From an optimization exercise on the open Yosys and OpenROAD flow, aimed at small area, a short achievable clock period and few clock cycles; shortcuts taken in it are not production practice.
Only simulation tests tie the RTL to the original design; equivalence was not proved.

## v35
## read_bmap_row
module read_bmap_row #(
    parameter int DATA_WIDTH  = 32,
    parameter int ADDR_WIDTH  = 32,
    parameter int PIXEL_WIDTH = 16,
    parameter int PIPE_LEN    = 7     
) (
    input  logic                   aclk,
    input  logic                   areset,
    input  logic                   req,
    input  logic [ADDR_WIDTH-1:0]  fb_base_in,
    input  logic [31:0]            wmod_in,
    input  logic [31:0]            xcur_in,
    input  logic [31:0]            ycur_in,
    input  logic [31:0]            hdx_in,
    input  logic [31:0]            hdy_in,
    input  logic [31:0]            cnt_in,
    output logic                   mem_req,
    output logic                   mem_we,
    output logic [ADDR_WIDTH-1:0]  mem_addr,
    output logic [DATA_WIDTH-1:0]  mem_wdata,
    input  logic [DATA_WIDTH-1:0]  mem_rdata,
    input  logic                   mem_resp,
    output logic [PIXEL_WIDTH-1:0] pixel,
    output logic                   pix_valid,
    input  logic                   pix_ready,
    output logic                   pix_last,
    output logic                   busy,
    output logic                   done
);
    localparam int AW = $clog2(PIPE_LEN);
    localparam int RN = PIPE_LEN - 1;        
    localparam int RW = $clog2(RN);
    logic        r_init;    
    logic        r_mac;     
    logic        r_slow;    
    logic        r_run;     
    logic        r_zero;    
    logic        r_drain;   
  ...
==> flow/config.mk <==
export PLATFORM = sky130hd
export DESIGN_NAME = read_bmap_row
export DESIGN_NICKNAME = read_bmap_row
export VERILOG_FILES = /design/flow/design.v
export SDC_FILE = /design/flow/constraint.sdc
export NUM_CORES = 4
export LEC_CHECK = 0
export CAP_MARGIN = 20
export CORE_MARGIN = 2
export CORE_UTILIZATION = 65
export CTS_BUF_LIST = sky130_fd_sc_hd__clkbuf_8
export CTS_CLUSTER_DIAMETER = 60
export CTS_CLUSTER_SIZE = 16
export SETUP_SLACK_MARGIN = 4.3
export SLEW_MARGIN = 20
==> flow/constraint.sdc <==
create_clock -name core_clock -period 8.0 [get_ports {aclk}]
set_input_delay 1.6000 -clock core_clock [delete_from_list [all_inputs] [get_ports {aclk}]]
set_output_delay 1.6000 -clock core_clock [all_outputs]
set_load 0.01 [all_outputs]
standard.sh (not shown) runs the stock make flow with config.mk's settings and CLKGATE_MAP_FILE= SYNTH_SCRIPT=/design/flow/synth_recipe.tcl, a recipe that flattens the netlist after the stock synthesis.
==> flow/flow/run.sh <==
#!/bin/bash
# Standard layout, with the port buffers made of the smallest buffer cell.
export BUFFER_PORTS_ARGS="-buffer_cell sky130_fd_sc_hd__buf_1"
bash standard.sh > standard.log 2>&1
v35: full flow OK, the timing, DRC and antenna checks passed
Testbench counts of v35, summed over its fixed seeds: cycles 30,202.
diff inputs: v35 => v37
-- flow/config.mk --
<<< v35, line 12
export CTS_CLUSTER_DIAMETER = 60
export CTS_CLUSTER_SIZE = 16
export SETUP_SLACK_MARGIN = 4.3
export SLEW_MARGIN = 20
>>> v37, line 12
export CTS_CLUSTER_DIAMETER = 60
export CTS_CLUSTER_SIZE = 16
export SETUP_SLACK_MARGIN = 4.7
export SLEW_MARGIN = 20
Findings:
- v37 has completed all stages; timing, DRC and antenna checks passed.
- v37 gives less met3 layer usage reported by global route than v35 did.
- In v37 the number of buffers inserted to repair setup after CTS turned out 26 higher than in v35.
- The maximum clock frequency of v37 is higher than that of v35.
- A top routing layer in use of met4 is what v37 shows, while met5 belongs to v35.
Edits applied to the flow inputs when going from v37 to v58:
==> flow/flow/run.sh <==
#!/bin/bash
# Standard layout, with the port buffers made of the smallest buffer cell.
cp standard.sh standard.sh.log.txt 2>/dev/null
export BUFFER_PORTS_ARGS="-buffer_cell sky130_fd_sc_hd__buf_1"
bash standard.sh > standard.log 2>&1
==> flow/config.mk <==
export PLATFORM = sky130hd
export DESIGN_NAME = read_bmap_row
export DESIGN_NICKNAME = read_bmap_row
export VERILOG_FILES = /design/flow/design.v
export SDC_FILE = /design/flow/constraint.sdc
export NUM_CORES = 4
export LEC_CHECK = 0
export CAP_MARGIN = 20
export CORE_MARGIN = 2
export CORE_UTILIZATION = 85
export CTS_BUF_LIST = sky130_fd_sc_hd__clkbuf_8
export CTS_CLUSTER_DIAMETER = 60
export CTS_CLUSTER_SIZE = 16
export SETUP_SLACK_MARGIN = 4.5
export SLEW_MARGIN = 20
Results
- The total number of placement rows in v58 was lower than what v37 gave.
- v58 failed in 5_1_grt with GRT-0232.
- Relative to v37, the placed instance area measured on v58 has decreased slightly.
- Number of clock buffers inserted by TritonCTS for v58: 1 down relative to v37
- In v58, the total setup buffers inserted after CTS came out 12 below the value in v37.
[inputs] v20 vs v58
-- flow/config.mk --
<<< v58, line 8
export CAP_MARGIN = 20
export CORE_MARGIN = 2
export CORE_UTILIZATION = 85
export CTS_BUF_LIST = sky130_fd_sc_hd__clkbuf_8
export CTS_CLUSTER_DIAMETER = 60
>>> v20, line 8
export CAP_MARGIN = 20
export CORE_MARGIN = 2
export CORE_UTILIZATION = 75
export CTS_BUF_LIST = sky130_fd_sc_hd__clkbuf_8
export CTS_CLUSTER_DIAMETER = 60
Results
The flow ran to completion for all of v20 and v58 but v58, which stopped partway. Flow for v58 halted at 5_1_grt, error code GRT-0232. Die height on v20 is up relative to v58. The worst slack after detailed placement reported for v20 is smaller than that of v58 by 200 ps. The run showing the greater placed instance count is v20. Reported for v20 and v58, register bit total from synthesis turned out identical to the last digit. v20 — post-CTS setup buffer count 13 lower, v58 as reference. Note that the floorplan row count recorded for v58 amounts to 0.940 times the value seen in v20. Changes observed in v20 relative to v58: placement-stage cell area held; horizontal die dimension went up 11 um; initial core utilization went down 10 points. Side by side, total half-perimeter wirelength after legalization and detailed placement turned out lower in v20 than in v58.

==> what the ideal ports hide <==
No port has a modelled driver above. Below, the same layouts with a new extraction and two added sets of constraints.
Step 1 assumes that a clkbuf_16 drives the clock port and a buf_2 every other input.
Step 2 times the ports against the registers' clock, not the clock port: input delays grow and output delays shrink by t, the midpoint of the rising clock arrivals with the driver on.
Three values: no drivers, after step 1, after step 2; two values: the first two.
run	t, ns	setup slack, ns	worst slew at a driven data input, ns
v35	0.679	4.312 / 4.312 / 3.717	0.11
v37	0.679	4.517 / 4.517 / 4.218	0.09
v20	0.688	4.350 / 4.350 / 3.962	0.09
After both steps every run listed still meets setup and hold. For v35, which loses most, drivers alone change the setup slack by 0.000 ns; drivers and shift together by -0.595 ns.
